This is an optimization exercise on Yosys and OpenROAD, whose aim is small area and few clock cycles per item, not a production implementation. The RTL was checked by simulation tests, not by an equivalence proof against the original design. Power figures rest on the tool's default switching activity, not on a simulated workload.

==> flow/design.v (excerpt) <==
module fixed_point_q24_8_alu (
   input  logic              clock,
   input  logic              reset,
   input  logic              req_valid,
   output logic              req_ready,
   input  logic [3:0]        req_kind,
   input  logic [WORD_W-1:0] req_operand_a,
   input  logic [WORD_W-1:0] req_operand_b,
   output logic              rsp_valid,
   input  logic              rsp_ready,
   output logic [WORD_W-1:0] rsp_result_value,
   output logic              rsp_compare_flag,
   output logic              rsp_overflow_flag,
   output logic              rsp_divide_by_zero
);
clock: 15.0 ns
lec_check: 0
cap_margin: 20
core_margin: 2
core_utilization: 40
cts_buf_list: sky130_fd_sc_hd__clkbuf_8
slew_margin: 20
run.sh (not shown) runs the stock make flow with config.mk's settings and CLKGATE_MAP_FILE= SYNTH_SCRIPT=/design/flow/synth_recipe.tcl, a recipe that flattens the netlist after the stock synthesis.
The starting point passed the timing, DRC and antenna checks.
Testbench counts at the start, summed over its fixed seeds: cycles 23,173, items 16,000.
Edit:
==> flow/flow/run.sh (new file) <==
#!/bin/bash
# Standard layout, with buf_1 port buffers and power recovery (downsizing
# cells off the critical paths) after global routing.
set -e
export BUFFER_PORTS_ARGS="-buffer_cell sky130_fd_sc_hd__buf_1"
export RECOVER_POWER=100
bash standard.sh > standard.log 2>&1
==> flow/standard.sh (new file) <==
#!/bin/bash
# synth_recipe.tcl (not shown) runs the flow's synth.tcl, then flattens the netlist and writes it again
# the make line also repeats each setting of config.mk as NAME=value (left out here)
make -C /OpenROAD-flow-scripts/flow DESIGN_CONFIG=/design/flow/config.mk WORK_HOME=/design/flow/orfs CLKGATE_MAP_FILE= SYNTH_SCRIPT=/design/flow/synth_recipe.tcl "${@:-finish}"
removed: flow/run.sh
Outcome: Now the flow finished with capacitance limit, slew limit left. Worst setup slack loses 0.60 ns. Cell area decreases by a few percent. Sequential cell count is unchanged. Wire length increases by a few percent. Die area does not change. Non-clock buffer count increases by 16. Fmax decreases by a few percent. Power hardly moves.

* * *

Another version of the RTL of fixed_point_q24_8_alu (not shown whole).
For scale: roughly 2,600 cells after synthesis, roughly 120 flip-flops, ~110 I/O pins.
==> flow/config.mk <==
export PLATFORM = sky130hd
export DESIGN_NAME = fixed_point_q24_8_alu
export DESIGN_NICKNAME = fixed_point_q24_8_alu
export VERILOG_FILES = /design/flow/design.v
export SDC_FILE = /design/flow/constraint.sdc
export NUM_CORES = 4
export LEC_CHECK = 0
export CAP_MARGIN = 20
export CORE_MARGIN = 2
export CORE_UTILIZATION = 55
export CTS_BUF_LIST = sky130_fd_sc_hd__clkbuf_8
export SLEW_MARGIN = 20
==> flow/constraint.sdc <==
create_clock -name core_clock -period 15.0 [get_ports {clock}]
set_input_delay 3.0000 -clock core_clock [delete_from_list [all_inputs] [get_ports {clock}]]
set_output_delay 3.0000 -clock core_clock [all_outputs]
set_load 0.01 [all_outputs]
standard.sh (not shown) runs the stock make flow with config.mk's settings and CLKGATE_MAP_FILE= SYNTH_SCRIPT=/design/flow/synth_recipe.tcl, a recipe that flattens the netlist after the stock synthesis.
==> flow/flow/run.sh <==
#!/bin/bash
# Standard layout, with the port buffers made of buf_2 cells.
set -e
export BUFFER_PORTS_ARGS="-buffer_cell sky130_fd_sc_hd__buf_2"
bash standard.sh > standard.log 2>&1
The baseline ran to the end with no violations.
Testbench counts at the start, summed over its fixed seeds: cycles 22,591, items 16,000.
Change:
CORE_UTILIZATION = 40   (was 55)
Worst hold slack improved by 0.033 ns; die area rose by 37%; worst setup slack got worse by 0.19 ns; area after synthesis stays the same; sequential cell count is unchanged; routed wire length climbs by 10%; power is about the same; final area grows by 2.0%; cell count rises by 7.8%.
Change:
CORE_UTILIZATION = 50   (was 40)
CTS_CLUSTER_DIAMETER = 150   (was not set)
CTS_CLUSTER_SIZE = 30   (was not set)
Clock-buffer cell count is unchanged.
Worst setup slack loses 0.28 ns.
Critical path depth fell by 1.
Global-route usage rose by 7.4 points.
Wire length fell by 6.0%.
Change:
CTS_CLUSTER_DIAMETER = not set   (was 150)
CTS_CLUSTER_SIZE = not set   (was 30)
Effect: The new run completed without violations; setup slack stays the same; core utilization is unchanged; clock power is about the same; wire length does not change; cell count stays the same; final area stays the same; total power stays the same.
Change:
==> flow/flow/run.sh (replaced) <==
#!/bin/bash
# Standard layout, with buf_2 port buffers, and after global routing a
# power-recovery pass (downsizes cells off the critical paths) followed by
# a design repair for the slews and loads it leaves.
set -e
export BUFFER_PORTS_ARGS="-buffer_cell sky130_fd_sc_hd__buf_2"
export RECOVER_POWER=100
export POST_GLOBAL_ROUTE_TCL="$(pwd)/flow/post_grt.tcl"
bash standard.sh > standard.log 2>&1
==> flow/flow/post_grt.tcl (new file) <==
# After power recovery: fix slew and capacitance again, then re-route the
# nets that changed.
global_route -start_incremental
repair_design -slew_margin $::env(SLEW_MARGIN) -cap_margin $::env(CAP_MARGIN)
detailed_placement
global_route -end_incremental
estimate_parasitics -global_routing
report_tns
report_wns
CORE_UTILIZATION = 40   (was 50)
Effect:
- The new run produced a clean layout
- design area rises by 1.1%
- global-route usage falls by 7.4 points
- worst setup slack gets better by 0.13 ns
- fmax climbs by 0.95%
- die area went up by 24%
- area after synthesis is unchanged
- combinational power stays flat
- utilization goes down by 10 points

* * *

Setup of build 80:
RTL: one of the versions met above, not the one the previous note started from.
For scale: ~2700 cells after synthesis, about 120 flip-flops, roughly 110 I/O pins, roughly 21000 um^2 of cells after synthesis.
// fixed_point_q24_8_alu
module fixed_point_q24_8_alu (
   input  logic              clock,
   input  logic              reset,
   input  logic              req_valid,
   output logic              req_ready,
   input  logic [3:0]        req_kind,
   input  logic [WORD_W-1:0] req_operand_a,
   input  logic [WORD_W-1:0] req_operand_b,
   output logic              rsp_valid,
   input  logic              rsp_ready,
   output logic [WORD_W-1:0] rsp_result_value,
   output logic              rsp_compare_flag,
   output logic              rsp_overflow_flag,
   output logic              rsp_divide_by_zero
);
   function automatic logic [WORD_W-1:0] inc_w(logic [WORD_W-1:0] x, logic c);
      logic [WORD_W-1:0] y;
      logic              cc;
      cc = c;
      for (int i = 0; i < WORD_W; i++) begin
         y[i] = x[i] ^ cc;
         cc = cc & x[i];
      end
      inc_w = y;
   endfunction
   logic              vld, busy, op_div, op_md, neg, sticky, cmp_r, dz_r;
   logic [4:0]        cnt;
   logic [R_W-1:0]    r_q;
   logic [S_W-1:0]    s_q;
   logic [WORD_W-1:0] d_q;
   logic accept;
  ...
clock: 15.0 ns
lec_check: 0
cap_margin: 20
core_margin: 2
core_utilization: 60
cts_buf_list: sky130_fd_sc_hd__clkbuf_8
slew_margin: 20
==> flow/flow/run.sh <==
#!/bin/bash
# Standard layout, with the port buffers made of buf_2 cells.
set -e
export BUFFER_PORTS_ARGS="-buffer_cell sky130_fd_sc_hd__buf_2"
bash standard.sh > standard.log 2>&1
Build 80: full flow OK, the timing, DRC and antenna checks passed
Testbench counts of build 80, summed over its fixed seeds: cycles 23,173, items 16,000.
### build 80 -> build 66
==> flow/flow/run.sh <==
#!/bin/bash
# Standard layout, with buf_2 port buffers and power recovery (downsizing
# cells off the critical paths) after global routing.
set -e
export BUFFER_PORTS_ARGS="-buffer_cell sky130_fd_sc_hd__buf_2"
export RECOVER_POWER=100
bash standard.sh > standard.log 2>&1
-- flow/config.mk --
<<< build 80, line 10
export CORE_UTILIZATION = 60
>>> build 66, line 10
export CORE_UTILIZATION = 40
Findings:
- What the final checks of build 66 revealed, after a flow that finished every stage, was a layout that fails on max-capacitance violations, max-slew violations.
- Looking at cell at the slowest stage of the critical path, the nor4_1 result is from build 66; the a2111oi_0 one comes from build 80.
- Build 66 against build 80: utilization shows a reduction of 20 points; area growth from synthesis to final layout now larger; design area went up 1.8%; via density per instance lower; path length in cells of the critical path fell 25.
- Layout buffer count excluding clock buffers, build 66 vs build 80: up by more than 10%
- Power per standard cell area grows slightly when moving from build 80 to build 66.
[inputs] build 73 vs build 66
==> flow/flow/run.sh <==
#!/bin/bash
# Standard layout, with the port buffers made of buf_2 cells.
set -e
export BUFFER_PORTS_ARGS="-buffer_cell sky130_fd_sc_hd__buf_2"
bash standard.sh > standard.log 2>&1
==> comparison <==
Build 73 completed every stage of the flow, and the final layout passed the timing, DRC and antenna checks.
Delta (build 73 minus build 66): area of the mapped netlist essentially unchanged, worst-case setup margin in the final layout increased 0.70 ns, sequential share of layout area essentially unchanged, number of filler instances in the final layout decreased about 0.7%.
Going from build 66 to build 73, area of the core did not really move; combinational cell fraction of total power now larger; number of violations reported at the end of detailed-routing iteration 0 increased 0.71%; post-layout instance count excluding filler cells held steady.
Number of vias per cell after detailed routing delta (build 66 -> build 73): insignificant
Against build 66, the final cell area of build 73 is higher.
For build 44, these inputs were changed with respect to build 73:
==> flow/run.sh (new file) <==
#!/bin/bash
# synth_recipe.tcl (not shown) runs the flow's synth.tcl, then flattens the netlist and writes it again
# the make line also repeats each setting of config.mk as NAME=value (left out here)
make -C /OpenROAD-flow-scripts/flow DESIGN_CONFIG=/design/flow/config.mk WORK_HOME=/design/flow/orfs CLKGATE_MAP_FILE= SYNTH_SCRIPT=/design/flow/synth_recipe.tcl finish
-- flow/config.mk --
<<< build 73, line 11
export CTS_BUF_LIST = sky130_fd_sc_hd__clkbuf_8
>>> build 44, line 11
removed: flow/flow/run.sh
removed: flow/standard.sh
Findings:
Build 44 finished every stage and its layout cleared the timing, DRC and antenna checks.
Build 44 ends up with lower proportion of total power due to net switching than build 73 does.
Relative to build 73, sequential power share decreased by 1.0 points in build 44.
As of build 44, routability-driven placement congestion ratio had risen slightly compared to build 73.
In the tables for build 73 and build 44, hold slack reads lower with build 73.
Number of diodes ends up higher on build 44.
met1 global-route usage in build 44 is 3.6 points below build 73.
As of build 44, number of logic stages on the critical path including buffering had risen by a few percent compared to build 73.
Comparing build 73 and build 44, the higher total routed wirelength is on build 73.
Going from build 73 to build 44, number of ordinary and repair buffers in the finished layout grew by more than 10%.

* * *

RTL: one of the versions met above, not the one the previous note started from.
Size in the first run: about 120 flip-flops, about 0.020 mm^2 of cells after synthesis.
Settings: LEC_CHECK=0, CAP_MARGIN=20, CORE_MARGIN=2, CORE_UTILIZATION=50, CTS_BUF_LIST=sky130_fd_sc_hd__clkbuf_8, SLEW_MARGIN=20; clock period 15.0 ns.
==> flow/flow/run.sh <==
#!/bin/bash
# Standard layout, with buf_2 port buffers, clock tree synthesis without
# the dummy loads it would add to balance the tree, and after global
# routing a power-recovery pass (downsizes cells off the critical paths)
# followed by a design repair for the slews and loads it leaves.
set -e
export BUFFER_PORTS_ARGS="-buffer_cell sky130_fd_sc_hd__buf_2"
export CTS_ARGS="-sink_clustering_enable -repair_clock_nets -dont_use_dummy_load -buf_list sky130_fd_sc_hd__clkbuf_8"
export RECOVER_POWER=100
export POST_GLOBAL_ROUTE_TCL="$(pwd)/flow/post_grt.tcl"
bash standard.sh > standard.log 2>&1
==> flow/flow/post_grt.tcl <==
# After power recovery: fix slew and capacitance again, then re-route the
# nets that changed.
global_route -start_incremental
repair_design -slew_margin $::env(SLEW_MARGIN) -cap_margin $::env(CAP_MARGIN)
detailed_placement
global_route -end_incremental
estimate_parasitics -global_routing
report_tns
report_wns
The starting point went through all stages and came out clean.
Testbench counts at the start, summed over its fixed seeds: cycles 22,591, items 16,000.
Rerun with:
==> flow/flow/run.sh (replaced) <==
#!/bin/bash
# Standard layout, with buf_2 port buffers, and clock tree synthesis
# without the dummy loads it would add to balance the tree.
set -e
export BUFFER_PORTS_ARGS="-buffer_cell sky130_fd_sc_hd__buf_2"
export CTS_ARGS="-sink_clustering_enable -repair_clock_nets -dont_use_dummy_load -buf_list sky130_fd_sc_hd__clkbuf_8"
bash standard.sh > standard.log 2>&1
removed: flow/flow/post_grt.tcl
Result: Critical path depth does not change. Worst hold slack is about the same. Die area stays the same. Wire length goes down by 0.36%. Clock power hardly moves.

==> port drivers added, routing unchanged <==
How much do the figures lean on ideal ports? The routed layouts below were timed once more, with nothing changed but the port constraints.
Step 1: set_driving_cell puts a clkbuf_16 on clock and a buf_2 on each other input, an assumption about the parent block.
Step 2 also shifts input and output timing later by t, the mid clock arrival at the registers, as if the neighbouring blocks saw the same clock.
Three values: ideal, step 1, step 2; two values: the first two.
run	shift t [ns]	setup WS [ns]	worst hold slack (ns)	worst setup path at the end	cell pins on the clock port's net
the first run of note 1	0.542	1.336 / 1.361 / 0.819	0.490 / 0.490 / 0.490	input to register	1
the second run of note 1	0.555	0.740 / 0.773 / 0.218	0.474 / 0.474 / 0.474	input to register	1
the first run of note 2	0.538	1.362 / 1.398 / 0.860	0.499 / 0.499 / 0.499	input to register	1
the second run of note 2	0.543	1.173 / 1.166 / 0.623	0.532 / 0.532 / 0.532	input to register	1
the third run of note 2	0.538	0.894 / 0.928 / 0.391	0.515 / 0.515 / 0.515	input to register	1
the fourth run of note 2	0.538	0.894 / 0.928 / 0.391	0.515 / 0.515 / 0.515	input to register	1
the fifth run of note 2	0.544	1.027 / 1.017 / 0.473	0.530 / 0.530 / 0.530	input to register	1
build 80	0.522	0.764 / 0.804 / 0.282	0.482 / 0.482 / 0.482	input to register	1
build 66	0.553	0.778 / 0.805 / 0.252	0.480 / 0.480 / 0.480	input to register	1
build 73	0.552	1.482 / 1.522 / 0.970	0.480 / 0.480 / 0.480	input to register	1
build 44	0.495	1.301 / 1.328 / 0.833	0.484 / 0.484 / 0.484	input to register	1
the first run of note 4	0.513	0.765 / 0.792 / 0.279	0.510 / 0.510 / 0.510	input to register	1
the second run of note 4	0.521	0.773 / 0.811 / 0.290	0.508 / 0.508 / 0.508	input to register	1
The setup slack of the fifth run of note 2, which loses most, moves by -0.010 ns with the drivers and by -0.554 ns with both steps.
